Background: an optimization exercise with open tools, aiming at small area. Do not read the settings as production practice.
The RTL was checked by simulation tests, not by an equivalence proof against the original design.
No activity file was given, so power comes from the tool's default toggle rates.

### flow/design.v
`default_nettype none
package stats_pkg;
    typedef logic [31:0] stat_value_t;
    typedef logic [7:0]  stat_addr_t;
    typedef logic [31:0] fill_level_t;
    typedef logic [1:0]  action_t;
    localparam action_t ACTION_MATCH   = 2'd1;
    localparam action_t ACTION_NOMATCH = 2'd2;
    typedef struct packed {
        logic    in_valid;
        logic    in_eop;
        logic    out_valid;
        logic    out_eop;
        logic    out_ready;
        logic    rb_update_valid;
        logic    cpu_valid;
        logic    cpu_ready;
        action_t cpu_action;
    } pkt_events_t;
    typedef struct packed {
        stat_value_t in_pkt;
        stat_value_t out_pkt;
        stat_value_t dma_pkt;
        stat_value_t cpu_match_pkt;
        stat_value_t cpu_nomatch_pkt;
        fill_level_t max_fill;
    } counter_set_t;
    typedef struct packed {
        stat_addr_t  addr;
        stat_value_t value;
    } stats_rec_t;
    localparam stat_addr_t REG_IN_PKT          = 8'd0;
    localparam stat_addr_t REG_OUT_PKT         = 8'd1;
    localparam stat_addr_t REG_CTRL            = 8'd2;
    localparam stat_addr_t REG_DMA_PKT         = 8'd3;
    localparam stat_addr_t REG_CPU_MATCH_PKT   = 8'd4;
    localparam stat_addr_t REG_CPU_NOMATCH_PKT = 8'd5;
    localparam stat_addr_t REG_MAX_FILL        = 8'd6;
    localparam int N_SCANNED         = 4;
    localparam int STATS_FIFO_DEPTH  = 16;
    localparam int STATS_TABLE_DEPTH = 16;
    localparam int STATS_SETTLE      = 32;
endpackage
`default_nettype wire
`default_nettype none
package csr_pkg;
    localparam int STATUS_AWIDTH = 30;
    localparam int STAT_AWIDTH   = 4;
    localparam int REG_AWIDTH    = 8;
    typedef logic [STAT_AWIDTH-1:0] region_t;
    localparam region_t TOP_REG = 4'd0;
    typedef struct packed {
        logic [STATUS_AWIDTH-1:0] addr;
        logic                     read;
        logic                     write;
        logic [31:0]              writedata;
    } status_req_t;
    typedef struct packed {
        logic [31:0]            readdata;
        logic                   readdata_valid;
    } status_rsp_t;
endpackage
`default_nettype wire
`default_nettype none
module event_counters (
    input  wire                     clk_status,
    input  wire                     rst,
    input  wire stats_pkg::pkt_events_t events_i,
    input  wire stats_pkg::fill_level_t fill_level_i,
    input  wire                     wr_i,
    input  wire [2:0]               code_i,
    input  wire stats_pkg::stat_value_t wd_i,
    output stats_pkg::counter_set_t counters_o
);
    stats_pkg::counter_set_t cnt_q;
    logic in_hit, out_hit, cpu_hit, match_hit, nomatch_hit, dma_hit;
    always_comb begin
        in_hit      = events_i.in_valid & events_i.in_eop;
        out_hit     = events_i.out_valid & events_i.out_eop & events_i.out_ready;
        dma_hit     = events_i.rb_update_valid;
        cpu_hit     = events_i.cpu_valid & events_i.cpu_ready;
        match_hit   = cpu_hit & (events_i.cpu_action == stats_pkg::ACTION_MATCH);
        nomatch_hit = cpu_hit & (events_i.cpu_action == stats_pkg::ACTION_NOMATCH);
    end
    logic ld_in, ld_out, ld_dma, ld_match, ld_nomatch, ld_max;
    assign ld_in      = wr_i & (code_i == 3'd0);
    assign ld_out     = wr_i & (code_i == 3'd1);
    assign ld_dma     = wr_i & (code_i == 3'd3);
    assign ld_match   = wr_i & (code_i == 3'd4);
    assign ld_nomatch = wr_i & (code_i == 3'd5);
    assign ld_max     = wr_i & (code_i == 3'd6);
    always_ff @(posedge clk_status) begin
        if (rst) begin
            cnt_q <= '0;
        end else begin
            cnt_q.in_pkt          <= ld_in      ? wd_i : cnt_q.in_pkt          + {31'd0, in_hit};
            cnt_q.out_pkt         <= ld_out     ? wd_i : cnt_q.out_pkt         + {31'd0, out_hit};
            cnt_q.dma_pkt         <= ld_dma     ? wd_i : cnt_q.dma_pkt         + {31'd0, dma_hit};
            cnt_q.cpu_match_pkt   <= ld_match   ? wd_i : cnt_q.cpu_match_pkt   + {31'd0, match_hit};
            cnt_q.cpu_nomatch_pkt <= ld_nomatch ? wd_i : cnt_q.cpu_nomatch_pkt + {31'd0, nomatch_hit};
            if (ld_max) begin
                cnt_q.max_fill <= wd_i;
            end else if (fill_level_i > cnt_q.max_fill) begin
                cnt_q.max_fill <= fill_level_i;
            end
        end
    end
    assign counters_o = cnt_q;
endmodule
`default_nettype wire
`default_nettype none
module stats_scanner (
    input  wire                          clk_status,
    input  wire                          rst,
    input  wire stats_pkg::counter_set_t counters_i,
    output logic [1:0]                   slot_o,
    output logic [2:0]                   age_o,
    output logic [4:1][31:0]             tab_o
);
    logic [1:0] slot_q;
    logic [2:0] age_q;
    logic [4:0][31:0] x_q;
    always_ff @(posedge clk_status) begin
        if (rst) begin
            slot_q <= 2'd3;
            age_q  <= 3'd0;
        end else begin
            slot_q <= slot_q + 2'd1;
            if (age_q != 3'd7) begin
                age_q <= age_q + 3'd1;
            end
        end
    end
    always_ff @(posedge clk_status) begin
        case (slot_q)
            2'd0:    x_q[0] <= counters_i.dma_pkt;
            2'd1:    x_q[0] <= counters_i.cpu_match_pkt;
            2'd2:    x_q[0] <= counters_i.cpu_nomatch_pkt;
            default: x_q[0] <= counters_i.max_fill;
        endcase
        x_q[4:1] <= x_q[3:0];
    end
    assign slot_o = slot_q;
    assign age_o  = age_q;
    assign tab_o  = x_q[4:1];
endmodule
`default_nettype wire
`default_nettype none
module status_csr (
    input  wire                          clk_status,
    input  wire                          rst,
    input  wire csr_pkg::status_req_t    req_i,
    input  wire stats_pkg::stat_value_t  in_pkt_i,
    input  wire stats_pkg::stat_value_t  out_pkt_i,
    input  wire [1:0]                    slot_i,
    input  wire [2:0]                    age_i,
    input  wire [4:1][31:0]              tab_i,
    output logic                         wr_o,
    output logic [2:0]                   code_o,
    output stats_pkg::stat_value_t       wd_o,
    output csr_pkg::status_rsp_t         rsp_o
);
    logic                   rd_q;
    logic                   wr_q;
    logic [2:0]             code_q;
    stats_pkg::stat_value_t wd_q;
    stats_pkg::stat_value_t ctrl_q;
    logic                   valid_q;
    stats_pkg::stat_value_t data_q;
    logic                   top_hit;
    assign top_hit = (req_i.addr[csr_pkg::STATUS_AWIDTH-1 -: csr_pkg::STAT_AWIDTH] == csr_pkg::TOP_REG);
    always_ff @(posedge clk_status) begin
        rd_q   <= ~rst & req_i.read & top_hit;
        wr_q   <= ~rst & req_i.write & top_hit;
        code_q <= (req_i.addr[7:3] == 5'd0) ? req_i.addr[2:0] : 3'd7;
        wd_q   <= req_i.writedata;
    end
    logic [1:0] k;
    logic [1:0] d;
    logic [4:1] stage;
    logic [4:1] stage_ok;
    assign k = code_q[1:0] + 2'd1;    
    assign d = slot_i - k;
    always_comb begin
        case (d)
            2'd2:    stage = 4'b0001;
            2'd3:    stage = 4'b0010;
            2'd0:    stage = 4'b0100;
            default: stage = 4'b1000;
        endcase
        stage_ok[1] = (age_i > 3'd1);
        stage_ok[2] = (age_i > 3'd2);
        stage_ok[3] = (age_i > 3'd3);
        stage_ok[4] = (age_i > 3'd4);
    end
    logic sel_in, sel_out, sel_ctrl, sel_tab;
    logic [4:1] sel_x;
    assign sel_in   = (code_q == 3'd0);
    assign sel_out  = (code_q == 3'd1);
    assign sel_ctrl = (code_q == 3'd2);
    assign sel_tab  = (code_q >= 3'd3) & (code_q <= 3'd6);
    assign sel_x    = stage & stage_ok & {4{sel_tab}};
    stats_pkg::stat_value_t rd_mux;
    assign rd_mux = ({32{sel_in}}   & in_pkt_i)
                  | ({32{sel_out}}  & out_pkt_i)
                  | ({32{sel_ctrl}} & ctrl_q)
                  | ({32{sel_x[1]}} & tab_i[1])
                  | ({32{sel_x[2]}} & tab_i[2])
                  | ({32{sel_x[3]}} & tab_i[3])
                  | ({32{sel_x[4]}} & tab_i[4]);
    always_ff @(posedge clk_status) begin
        valid_q <= ~rst & rd_q;
        data_q  <= rd_mux;
        if (rst) begin
            ctrl_q <= '0;
        end else if (wr_q) begin
            ctrl_q <= (code_q == 3'd2) ? wd_q : '0;
        end
    end
    assign wr_o   = wr_q;
    assign code_o = code_q;
    assign wd_o   = wd_q;
    assign rsp_o.readdata       = data_q;
    assign rsp_o.readdata_valid = valid_q;
endmodule
`default_nettype wire
`default_nettype none
module stats_top (
    input  wire         clk_status,
    input  wire         rst,
    input  wire         in_valid,
    input  wire         in_eop,
    input  wire         out_valid,
    input  wire         out_eop,
    input  wire         out_ready,
    input  wire         rb_update_valid,
    input  wire         cpu_valid,
    input  wire         cpu_ready,
    input  wire [1:0]   cpu_action,
    input  wire [31:0]  fill_level_i,
    input  wire [29:0]  req_addr,
    input  wire         req_read,
    input  wire         req_write,
    input  wire [31:0]  req_writedata,
    output wire [31:0]  rsp_readdata,
    output wire         rsp_readdata_valid
);
    stats_pkg::pkt_events_t  pkt_events_i;
    csr_pkg::status_req_t    status_req_i;
    csr_pkg::status_rsp_t    status_rsp_o;
    assign pkt_events_i.in_valid        = in_valid;
    assign pkt_events_i.in_eop          = in_eop;
    assign pkt_events_i.out_valid       = out_valid;
    assign pkt_events_i.out_eop         = out_eop;
    assign pkt_events_i.out_ready       = out_ready;
    assign pkt_events_i.rb_update_valid = rb_update_valid;
    assign pkt_events_i.cpu_valid       = cpu_valid;
    assign pkt_events_i.cpu_ready       = cpu_ready;
    assign pkt_events_i.cpu_action      = cpu_action;
    assign status_req_i.addr      = req_addr;
    assign status_req_i.read      = req_read;
    assign status_req_i.write     = req_write;
    assign status_req_i.writedata = req_writedata;
    assign rsp_readdata       = status_rsp_o.readdata;
    assign rsp_readdata_valid = status_rsp_o.readdata_valid;
    stats_pkg::counter_set_t counters;
    logic             wr;
    logic [2:0]       code;
    stats_pkg::stat_value_t wd;
    logic [1:0]       slot;
    logic [2:0]       age;
    logic [4:1][31:0] tab;
    event_counters event_counters_i (
        .clk_status   (clk_status),
        .rst          (rst),
        .events_i     (pkt_events_i),
        .fill_level_i (fill_level_i),
        .wr_i         (wr),
        .code_i       (code),
        .wd_i         (wd),
        .counters_o   (counters)
    );
    stats_scanner stats_scanner_i (
        .clk_status (clk_status),
        .rst        (rst),
        .counters_i (counters),
        .slot_o     (slot),
        .age_o      (age),
        .tab_o      (tab)
    );
    status_csr status_csr_i (
        .clk_status (clk_status),
        .rst        (rst),
        .req_i      (status_req_i),
        .in_pkt_i   (counters.in_pkt),
        .out_pkt_i  (counters.out_pkt),
        .slot_i     (slot),
        .age_i      (age),
        .tab_i      (tab),
        .wr_o       (wr),
        .code_o     (code),
        .wd_o       (wd),
        .rsp_o      (status_rsp_o)
    );
endmodule
`default_nettype wire
### flow/run.sh
#!/bin/bash
# synth_recipe.tcl (not shown) runs the flow's synth.tcl, then flattens the netlist and writes it again
# the make line also repeats each setting of config.mk as NAME=value (left out here)
make -C /OpenROAD-flow-scripts/flow DESIGN_CONFIG=/design/flow/config.mk WORK_HOME=/design/flow/orfs CLKGATE_MAP_FILE= SYNTH_SCRIPT=/design/flow/synth_recipe.tcl finish
### flow/config.mk
export PLATFORM = sky130hd
export DESIGN_NAME = stats_top
export DESIGN_NICKNAME = stats_top
export VERILOG_FILES = /design/flow/design.v
export SDC_FILE = /design/flow/constraint.sdc
export NUM_CORES = 4
export LEC_CHECK = 0
export CAP_MARGIN = 20
export CORE_MARGIN = 2
export CORE_UTILIZATION = 40
export SLEW_MARGIN = 20
### flow/constraint.sdc
create_clock -name core_clock -period 6.0 [get_ports {clk_status}]
set_input_delay 1.2000 -clock core_clock [delete_from_list [all_inputs] [get_ports {clk_status}]]
set_output_delay 1.2000 -clock core_clock [all_outputs]
set_load 0.01 [all_outputs]
==> out/qor.csv <==
metric,value,unit
CTS Buf Count,50,
Row Count,79,
Synth area leader,dfxtp_1,
final hold vios,0,
Initial Util,0.405,
RSZ-0062 raised after global routing,no,
Pre-antenna DRT Iters,9,
Slew HR,0.358,
Lkg Pwr,8.31,nW
post-DP HPWL,37100,um
total global routing overflow,0,
gate count after technology mapping,2047,
nets,2274,
WP data arrival,4.62,ns
Netlist cell types,53,
Max clock buf depth,3,
CP Cell Sequence,clkdlybuf4s50_1 -> ha_1 -> nand4_1 -> nor4_1 -> nand2b_1 -> a31o_2 -> nand3_1 -> a311oi_1,
FILL cells,4329,
die height,221,um
setup ws final,1.87,ns
min Tclk post-route,4.13,ns
initial antenna violation count,2,
Placement Setup Slack,1.32,ns
"Cell Area, Placed",20600,um2
share of the synthesized area in the top cell type,0.487,
vias in the first global route,15269,
yosys warns,3,
post-CTS repair timing setup buffer count,0,
f_max,242,MHz
Setup TNS,0,ns
P per Cell Area,310,nW/um2
CP Max Fanout,32,
CTS tree,yes,
# resized after CTS,0,
"Async S/R FF share, synth",0,
Hold WC Path Type,flip-flop to flip-flop,
Worst-Skew Late Latency,0.63,ns
max cap viols,0,
Post-DRT Antenna Nets,0,
Critical Path End Type,flip-flop,
synth top area cells,"dfxtp_1 49%, nor2_1 6.3%, a211oi_1 5.3%",
core area,46600,um2
Layout Area Growth over Synthesis,18.6,%
busiest grt layer,met2,
Synthesized Nets,2207,
DP Cell Count,2669,
Wirelength per Cell,20.2,um
initial DRC count,1591,
Synth top cells by count,"459 x dfxtp_1, 316 x nor2_1, 132 x a211oi_1",
Die ar.,48900,um2
clk_skew,0.0335,ns
slowest cell on the critical path,nor4_1,
CP Buf/Inv Count,1,
Tcrit/Tclk final,0.688,
final WL,55800,um
antenna cell count,0,
Finished Layout Cells,2759,
Worst-Margin Slew,0.959,ns
I/O Buffers,122,
CTS hold repair buffers,0,
status,finished clean,
clock slew at reported path FFs,0.06,ns
most used flip-flop cell after synthesis,dfxtp_1,
Final Max Slew Viols,0,
vias per cell,5.64,
fin area,22400,um2
register bit total from synthesis,459,
clk sink count,459,
Die X,221,um
total number of vias,15564,
Total Power,0.00694,W
# setup viols final,0,
Worst EP required,6.49,ns
H-Tree Depth,2,
WS Path Type,input pin to flip-flop,
CTS root buf,clkbuf_16,
layout cells sized above 1,0.0669,
met1 usage,0.305,
largest net degree at the start of global routing,131,
Syn Area/Cell,9.22,um2
Max VDD drop,231,uV
met2 usage,0.367,
"Cell Area, Synth",18900,um2
register area share after synthesis,0.487,
DRC,0,
I/O pins,141,
most numerous cell in the Yosys netlist,dfxtp_1,
CP top delay family,simple AND/OR/NAND/NOR gates,
Post-synth EDFFs,0,
first-pass GRT wire length,87600,um
CP max stage delay,0.88,ns
gpl congestion,0.861,
gr usage total,0.225,
crit start category,input pin,
GR Util met3,0.0323,
[registers in the layout, indices dropped and copies added, names as in the netlist]
name and flops:
event_counters_i.cnt_q 192, stats_scanner_i.age_q 3, stats_scanner_i.slot_q 2, stats_scanner_i.x_q 160
status_csr_i.code_q 3, status_csr_i.ctrl_q 32, status_csr_i.data_q 32, status_csr_i.rd_q 1
status_csr_i.valid_q 1, status_csr_i.wd_q 32, status_csr_i.wr_q 1
[stage by stage]
| stage | util | hold WS, ns |
|---|---|---|
| 2_1_floorplan | - | 0.310 |
| 3_3_place_gp | 0.442 | 0.313 |
| 3_5_place_dp | 0.442 | 0.312 |
| 4_1_cts | 0.481 | 0.325 |
| 5_1_grt | 0.481 | 0.330 |
| 6_report | 0.481 | 0.327 |
[cell type report]
cell class | count | area [um2] | share of cell area
tap | 607 | 759 | 0.0339
sequential | 459 | 9190 | 0.411
multi-input combinational | 1407 | 9040 | 0.404
timing repair buffer | 145 | 1410 | 0.0629
clock inverter | 32 | 464 | 0.0207
clock buffer | 58 | 1330 | 0.0595
inverter | 51 | 191 | 0.00855
[power breakdown]
part / total (W) / leakage [nW] / switching (W) / internal [W]
registers: 0.00327 / 3.73 / 0.000101 / 0.00317
clock network: 0.00330 / 0.848 / 0.00135 / 0.00196
logic: 0.000364 / 3.73 / 0.000211 / 0.000153
total: 0.00694 / 8.31 / 0.00166 / 0.00528
[final timing paths]
kind | startpoint | to | slack, ns | cells past startpoint
worst max register to register | status_csr_i.code_q[0]$_SDFF_PP1_ | status_csr_i.data_q[11]$_DFF_P_ | 2.60 | 10
worst max-delay path | fill_level_i[15] | event_counters_i.cnt_q[2]$_SDFFE_PP0P_ | 1.87 | 8
worst min-delay path | stats_scanner_i.x_q[12]$_DFF_P_ | stats_scanner_i.x_q[44]$_DFF_P_ | 0.33 | 0
worst min register to register | stats_scanner_i.x_q[12]$_DFF_P_ | stats_scanner_i.x_q[44]$_DFF_P_ | 0.33 | 0
[worst register-to-register path: cells and delay by family (launching register included)]
| family | cells | cell delay, ns |
|---|---|---|
| XOR/XNOR | 2 | 0.68 |
| buffers and inverters | 3 | 1.08 |
| flip-flops | 1 | 0.32 |
| AO/OA/AOI/OAI | 1 | 0.12 |
| AND/OR/NAND/NOR | 3 | 0.90 |
| adder cells (fa/ha/maj) | 1 | 0.24 |
[kinds of logic after synthesis]
group	count (synthesis)	share of synthesized area
XOR/XNOR	133	0.0617
AND/OR/NAND/NOR	716	0.179
AO/OA/AOI/OAI	435	0.162
buffers and inverters	181	0.0384
adder cells (fa/ha/maj)	52	0.0345
multiplexers	71	0.0377
flip-flops	459	0.487
[per-layer routing]
layer	part of all wire	up-vias
met5	0	-
met4	0.029	0
met3	0.056	98
met2	0.46	468
met1	0.46	7486
li1	-	7512
[cells in the final DEF, fill, tap and decap left out, types with 3 or more instances in the layout]
cell,instances
o21ai_0,60
a211oi_1,131
xnor2_1,52
xor2_1,81
clkdlybuf4s50_1,121
a311oi_1,53
and2_1,6
nand3_2,3
inv_1,51
clkinv_16,3
dfxtp_1,457
mux2i_1,71
ha_1,51
clkbuf_1,3
and4_1,14
nand2b_1,5
nand3_1,82
a222oi_1,64
nand4_1,31
and3_1,30
nor3_2,4
nor2_1,314
or2_2,3
bufinv_16,8
nand2_1,116
a21oi_1,116
nor3_1,18
clkinvlp_4,10
nor4_1,3
nor2b_1,37
buf_4,22
clkbuf_16,50
or3_1,28
clkbuf_8,5
clkinv_2,10

[re-timing with driven ports]
In the flow no input, the clock included, has a driving cell. The finished layout below was timed again as built, in two steps.
Step 1, drivers: a clkbuf_16 drives clk_status and a buf_2 each remaining input, both assumed.
Step 2, shift: input delay + t, output delay - t, t = (earliest + latest rising clock arrival at the registers) / 2. This alone moves slack from input paths to output paths.
Three values: ideal ports, drivers, drivers and shift; two values: the first two.
t, ns: 0.667
setup WS [ns]: 1.872 / 1.903 / 1.236
hold slack, ns: 0.327 / 0.327 / 0.327
worst setup path at the end: input to register
After both steps this run still meets setup and hold. The setup slack of this run moves by +0.031 ns with the drivers and by -0.636 ns with both steps.
